This is an optimization exercise on Yosys and OpenROAD, whose aim is small area, not a production implementation.
RTL that was checked went through simulation tests only; none was proved equivalent to the original. No driver is modelled on the clock port, so clocking that relies on it looks cheaper here than on a real chip.

==> run a: inputs <==
==> flow/design.v <==
package fetch_pkg;
    typedef logic [32-1:0] addr_t;
    typedef enum logic {
        FETCH_IDLE,
        FETCH_WAIT
    } fetch_state_t;
    typedef enum logic [6:0] {
        OP_BRANCH = 7'b1100011,
        OP_JALR   = 7'b1100111,
        OP_JAL    = 7'b1101111
    } opcode_t;
    typedef struct packed {
        logic  valid;
        addr_t tag;
        addr_t target;
    } btb_entry_t;
endpackage
module fetch_stage (
    input  logic             clk,
    input  logic             rst,
    input  logic             redirect_valid,
    input  fetch_pkg::addr_t redirect_pc,
    output logic             icache_req_valid,
    output fetch_pkg::addr_t icache_req_addr,
    input  logic             icache_req_ready,
    input  logic             icache_resp_valid,
    input  fetch_pkg::addr_t icache_resp_data,
    output logic             inst_valid,
    output fetch_pkg::addr_t inst,
    output fetch_pkg::addr_t inst_pc,
    output logic             inst_pred_taken,
    output fetch_pkg::addr_t inst_pred_target,
    input  logic             inst_ready,
    input  logic             btb_update_valid,
    input  fetch_pkg::addr_t btb_update_pc,
    input  fetch_pkg::addr_t btb_update_target
);
    localparam int NB = 32;           
    localparam int BW = 60;           
    localparam int NR = 8;            
    localparam logic [2:0] S_REQ  = 3'd0;
    localparam logic [2:0] S_WAIT = 3'd1;
    localparam logic [2:0] S_PRED = 3'd2;
    localparam logic [2:0] S_RASS = 3'd3;    
    localparam logic [2:0] S_RASB = 3'd5;    
    localparam logic [2:0] S_BTB  = 3'd6;
    localparam logic [2:0] S_SHOW = 3'd4;
    logic [2:0]    state;
    logic [31:0]   pc;
    logic [31:0]   word;
    logic [31:0]   target;
    logic          taken_q;
    logic [4:0]    ph;
    logic [2:0]    top;
    logic [3:0]    count;
    logic [NB*BW-1:0] btb;
    logic [NR*32-1:0] ras;
    assign icache_req_valid = (state == S_REQ);
    assign icache_req_addr  = {pc[31:2], 2'b00};
    assign inst_valid       = (state == S_SHOW);
    assign inst             = word;
    assign inst_pc          = pc;
    assign inst_pred_taken  = taken_q;
    assign inst_pred_target = target;
    logic       is_branch, is_jal, is_jalr, is_jump;
    logic [4:0] rd, rs1;
    logic       rd_link, rs1_link, empty, use_ras;
    assign is_branch = (word[6:0] == 7'b1100011);
    assign is_jal    = (word[6:0] == 7'b1101111);
    assign is_jalr   = (word[6:0] == 7'b1100111);
    assign is_jump   = is_jal || is_jalr;
    assign rd        = word[11:7];
    assign rs1       = word[19:15];
    assign rd_link   = (rd == 5'd1) || (rd == 5'd5);
    assign rs1_link  = (rs1 == 5'd1) || (rs1 == 5'd5);
    assign empty     = (count == 4'd0);
    assign use_ras   = is_jalr && rs1_link && !empty;
    logic [30:0] addend;
    logic [31:0] sum;
    assign addend = (state == S_BTB && is_jal)
                    ? {{12{word[31]}}, word[19:12], word[20], word[30:21]}
                    : 31'd2;
    assign sum    = {pc[31:1] + addend, pc[0]};
    logic [BW-1:0] row0;
    logic          hit, taken;
    assign row0  = btb[BW-1:0];
    assign hit   = row0[BW-1] && (row0[58:32] == {pc[31:7], pc[1:0]});
    assign taken = is_jump || (is_branch && hit);
    logic ras_rd, btb_rd, ras_wr, ras_at_top;
    assign ras_at_top = (ph[2:0] == top);
    assign ras_rd = (state == S_PRED) && use_ras && ras_at_top;
    assign btb_rd = (state == S_BTB) && (ph == pc[6:2]);
    assign ras_wr = (state == S_RASS || state == S_RASB) && ras_at_top;
    logic r_push, r_pop, r_repl;
    assign r_pop  = is_jump && !rd_link && rs1_link;
    assign r_repl = is_jump && rd_link && rs1_link && (rd != rs1) && !empty;
    assign r_push = is_jump && rd_link && !r_repl;
    always_ff @(posedge clk) begin
        if (rst) begin
            state <= S_REQ;
            pc    <= 32'haaaaa000;
            count <= 4'd0;
            top   <= 3'd0;
            ph    <= 5'd0;
        end else begin
            ph <= ph + 5'd1;
            if (redirect_valid) begin
                state <= S_REQ;
                pc    <= redirect_pc;
                count <= 4'd0;
            end else begin
                case (state)
                    S_REQ:  if (icache_req_ready) state <= S_WAIT;
                    S_WAIT: if (icache_resp_valid) state <= S_PRED;
                    S_PRED: if (!use_ras || ras_at_top) begin
                        if (r_push) begin
                            top <= top + 3'd1;
                            if (count != 4'd8) count <= count + 4'd1;
                        end else if (r_pop && !empty) begin
                            top   <= top - 3'd1;
                            count <= count - 4'd1;
                        end
                        if (r_push || r_repl) begin
                            state <= use_ras ? S_RASS : S_RASB;
                        end else begin
                            state <= use_ras ? S_SHOW : S_BTB;
                        end
                    end
                    S_RASS: if (ras_at_top) state <= S_SHOW;
                    S_RASB: if (ras_at_top) state <= S_BTB;
                    S_BTB:  if (btb_rd) state <= S_SHOW;
                    S_SHOW: if (inst_ready) begin
                        state <= S_REQ;
                        pc    <= target;
                    end
                    default: state <= S_REQ;
                endcase
            end
        end
    end
    always_ff @(posedge clk) begin
        if (state == S_WAIT && icache_resp_valid) begin
            word <= icache_resp_data;
        end
        if (ras_rd) begin
            taken_q <= 1'b1;
            target  <= ras[31:0];
        end
        if (btb_rd) begin
            taken_q <= taken;
            if (taken && hit) begin
                target <= row0[31:0];
            end else begin
                target <= sum;
            end
        end
    end
    logic [4:0]    wpos;
    logic [BW-1:0] wrow;
    assign wpos = btb_update_pc[6:2] - ph - 5'd1;
    assign wrow = {1'b1, btb_update_pc[31:7], btb_update_pc[1:0], btb_update_target};
    always_ff @(posedge clk) begin
        for (int j = 0; j < NB; j++) begin
            if (btb_update_valid && wpos == 5'(j)) begin
                btb[j*BW +: BW] <= wrow ^ {BW{j[0]}};
            end else begin
                btb[j*BW +: BW] <= ~btb[((j+1)%NB)*BW +: BW];
            end
            if (rst) begin
                btb[j*BW+BW-1] <= j[0];
            end
        end
    end
    always_ff @(posedge clk) begin
        for (int j = 0; j < NR-1; j++) begin
            ras[j*32 +: 32] <= ras[(j+1)*32 +: 32];
        end
        if (ras_wr) begin
            ras[(NR-1)*32 +: 32] <= sum;
        end else begin
            ras[(NR-1)*32 +: 32] <= ras[31:0];
        end
    end
endmodule
==> flow/run.sh <==
#!/bin/bash
# synth_recipe.tcl (not shown) runs the flow's synth.tcl, then flattens the netlist and writes it again
# the make line also repeats each setting of config.mk as NAME=value (left out here)
make -C /OpenROAD-flow-scripts/flow DESIGN_CONFIG=/design/flow/config.mk WORK_HOME=/design/flow/orfs CLKGATE_MAP_FILE= SYNTH_SCRIPT=/design/flow/synth_recipe.tcl finish
==> flow/config.mk <==
export PLATFORM = sky130hd
export DESIGN_NAME = fetch_stage
export DESIGN_NICKNAME = fetch_stage
export VERILOG_FILES = /design/flow/design.v
export SDC_FILE = /design/flow/constraint.sdc
export NUM_CORES = 4
export LEC_CHECK = 0
export CAP_MARGIN = 20
export CORE_MARGIN = 2
export CORE_UTILIZATION = 40
export CTS_BUF_LIST = sky130_fd_sc_hd__clkbuf_4
export SLEW_MARGIN = 20
==> flow/constraint.sdc <==
create_clock -name core_clock -period 6.0 [get_ports {clk}]
set_input_delay 1.2000 -clock core_clock [delete_from_list [all_inputs] [get_ports {clk}]]
set_output_delay 1.2000 -clock core_clock [all_outputs]
set_load 0.01 [all_outputs]
==> run b: changes against run a <==
--- a/flow/design.v
+++ b/flow/design.v
@@ -164,8 +164,8 @@
             if (btb_update_valid && wpos == 5'(j)) begin
-                btb[j*BW +: BW] <= wrow ^ {BW{j[0]}};
+                btb[j*BW +: BW] <= wrow;
             end else begin
-                btb[j*BW +: BW] <= ~btb[((j+1)%NB)*BW +: BW];
+                btb[j*BW +: BW] <= btb[((j+1)%NB)*BW +: BW];
             end
             if (rst) begin
-                btb[j*BW+BW-1] <= j[0];
+                btb[j*BW+BW-1] <= 1'b0;
             end
Settings changed: CTS_BUF_LIST sky130_fd_sc_hd__clkbuf_4 to not set.
==> run c: changes against run a <==
--- a/flow/design.v
+++ b/flow/design.v
@@ -157,13 +157,23 @@
     end
-    logic [4:0]    wpos;
+    logic [4:0]    phn;
+    logic [4:0]    wpos, kpos;
     logic [BW-1:0] wrow;
+    logic [NB-1:0] wsel_n, keep_n;
     assign wpos = btb_update_pc[6:2] - ph - 5'd1;
+    assign kpos = btb_update_pc[6:2] + phn;
     assign wrow = {1'b1, btb_update_pc[31:7], btb_update_pc[1:0], btb_update_target};
     always_ff @(posedge clk) begin
+        if (rst) phn <= 5'h1f;
+        else     phn <= phn - 5'd1;
+    end
+    always_comb begin
         for (int j = 0; j < NB; j++) begin
-            if (btb_update_valid && wpos == 5'(j)) begin
-                btb[j*BW +: BW] <= wrow ^ {BW{j[0]}};
-            end else begin
-                btb[j*BW +: BW] <= ~btb[((j+1)%NB)*BW +: BW];
-            end
+            wsel_n[j] = !(btb_update_valid && (wpos == 5'(j)));
+            keep_n[j] = btb_update_valid && (kpos == 5'(j));
+        end
+    end
+    always_ff @(posedge clk) begin
+        for (int j = 0; j < NB; j++) begin
+            btb[j*BW +: BW] <= ~(({BW{wsel_n[j]}} | ~(wrow ^ {BW{j[0]}}))
+                                & ({BW{keep_n[j]}} | btb[((j+1)%NB)*BW +: BW]));
             if (rst) begin
==> flow/flow/run.sh (new file) <==
#!/bin/bash
# Standard layout with buf_1 port buffers and a clock tree without dummy loads.
# Each tool's output goes to a log of its own in this folder.
set -euo pipefail
bash standard.sh \
  BUFFER_PORTS_ARGS="-buffer_cell sky130_fd_sc_hd__buf_1" \
  CTS_ARGS="-sink_clustering_enable -repair_clock_nets -dont_use_dummy_load -sink_clustering_size 30 -sink_clustering_max_diameter 100" \
  finish > standard_make.log 2>&1
==> flow/standard.sh (new file) <==
#!/bin/bash
# synth_recipe.tcl (not shown) runs the flow's synth.tcl, then flattens the netlist and writes it again
# the make line also repeats each setting of config.mk as NAME=value (left out here)
make -C /OpenROAD-flow-scripts/flow DESIGN_CONFIG=/design/flow/config.mk WORK_HOME=/design/flow/orfs CLKGATE_MAP_FILE= SYNTH_SCRIPT=/design/flow/synth_recipe.tcl "${@:-finish}"
Settings changed: ABC_AREA set to 1, CORE_UTILIZATION 40 to 60, CTS_BUF_LIST sky130_fd_sc_hd__clkbuf_4 to not set, CTS_CLUSTER_DIAMETER set to 100, CTS_CLUSTER_SIZE set to 30.
removed: flow/run.sh
==> impl_metrics.toml <==
[outcome]
status = "finished clean"

[critical_path]
critical_path.top_delay_family = "compound AO/OA/AOI/OAI gates"
crit_top_cell = "mux2i_1"

[layout]
fill_cells = 16380

[floorplanning]
dieWidth_um = 427.4

[clock_network]
cts_inserted_buffers = 590
That was run a.
==> impl_metrics.toml <==
[timing]
fin_ws_ns = 1.516

[drt]
drt-met1-wl_mm = 97.71
wl_met2_mm = 92.62

[logic_synthesis]
yosysMostFrequentCell = "dfxtp_1"

[critical_path]
critical_path.top_delay_family = "simple AND/OR/NAND/NOR gates"
crit_top_cell = "nand2_1"

[layout]
fill_cells = 9136
largest_reg_flops = 1920

[power_and_ir_drop]
p_seq_share_pct = 65.8

[clock_network]
cts_inserted_buffers = 87

[outcome]
status = "finished clean"
That was run c.
==> impl_metrics.toml <==
[logic_synthesis]
synthDominantCellAreaShare_pct = 59.37

[layout]
utilization_pct = 47.26

[floorplanning]
dieWidth_um = 436.9

[outcome]
status = "finished clean"

[clock_network]
cts_inserted_buffers = 220

[critical_path]
critical_path.top_delay_family = "compound AO/OA/AOI/OAI gates"
That was run b.
No functional check of the RTL was part of run a.

==> static timing again, ports no longer ideal <==
In the flow no input, the clock included, has a driving cell. The finished layouts below were timed again as built, in two steps.
Step 1 (the two cells are an assumption about what drives the block):
set clk [get_ports {clk}]
set_driving_cell -lib_cell sky130_fd_sc_hd__clkbuf_16 $clk
set_driving_cell -lib_cell sky130_fd_sc_hd__buf_2 [delete_from_list [all_inputs] $clk]
Step 2 adds t to the input delays and takes it off the output delays; t is the mean of the earliest and latest rising clock arrival at the registers after step 1. Input paths then give back, and output paths get back, about the clock's delay inside the block.
Slacks: no drivers / after step 1 / after step 2; pairs: no drivers / after step 1.
run	t (ns)	setup WS [ns]	worst setup path at the end	clock arrival spread, ns	pins driven straight from the clock port
run a	1.386	1.440 / 1.440 / 0.771	input to register	0.104 / 0.104	1
run b	0.916	1.149 / 1.149 / 0.993	input to register	0.040 / 0.040	1
run c	0.773	1.516 / 1.516 / 1.147	input to register	0.073 / 0.074	1
After both steps every run listed still meets setup and hold. The setup slack of run a, which loses most, moves by 0.000 ns with the drivers and by -0.669 ns with both steps.
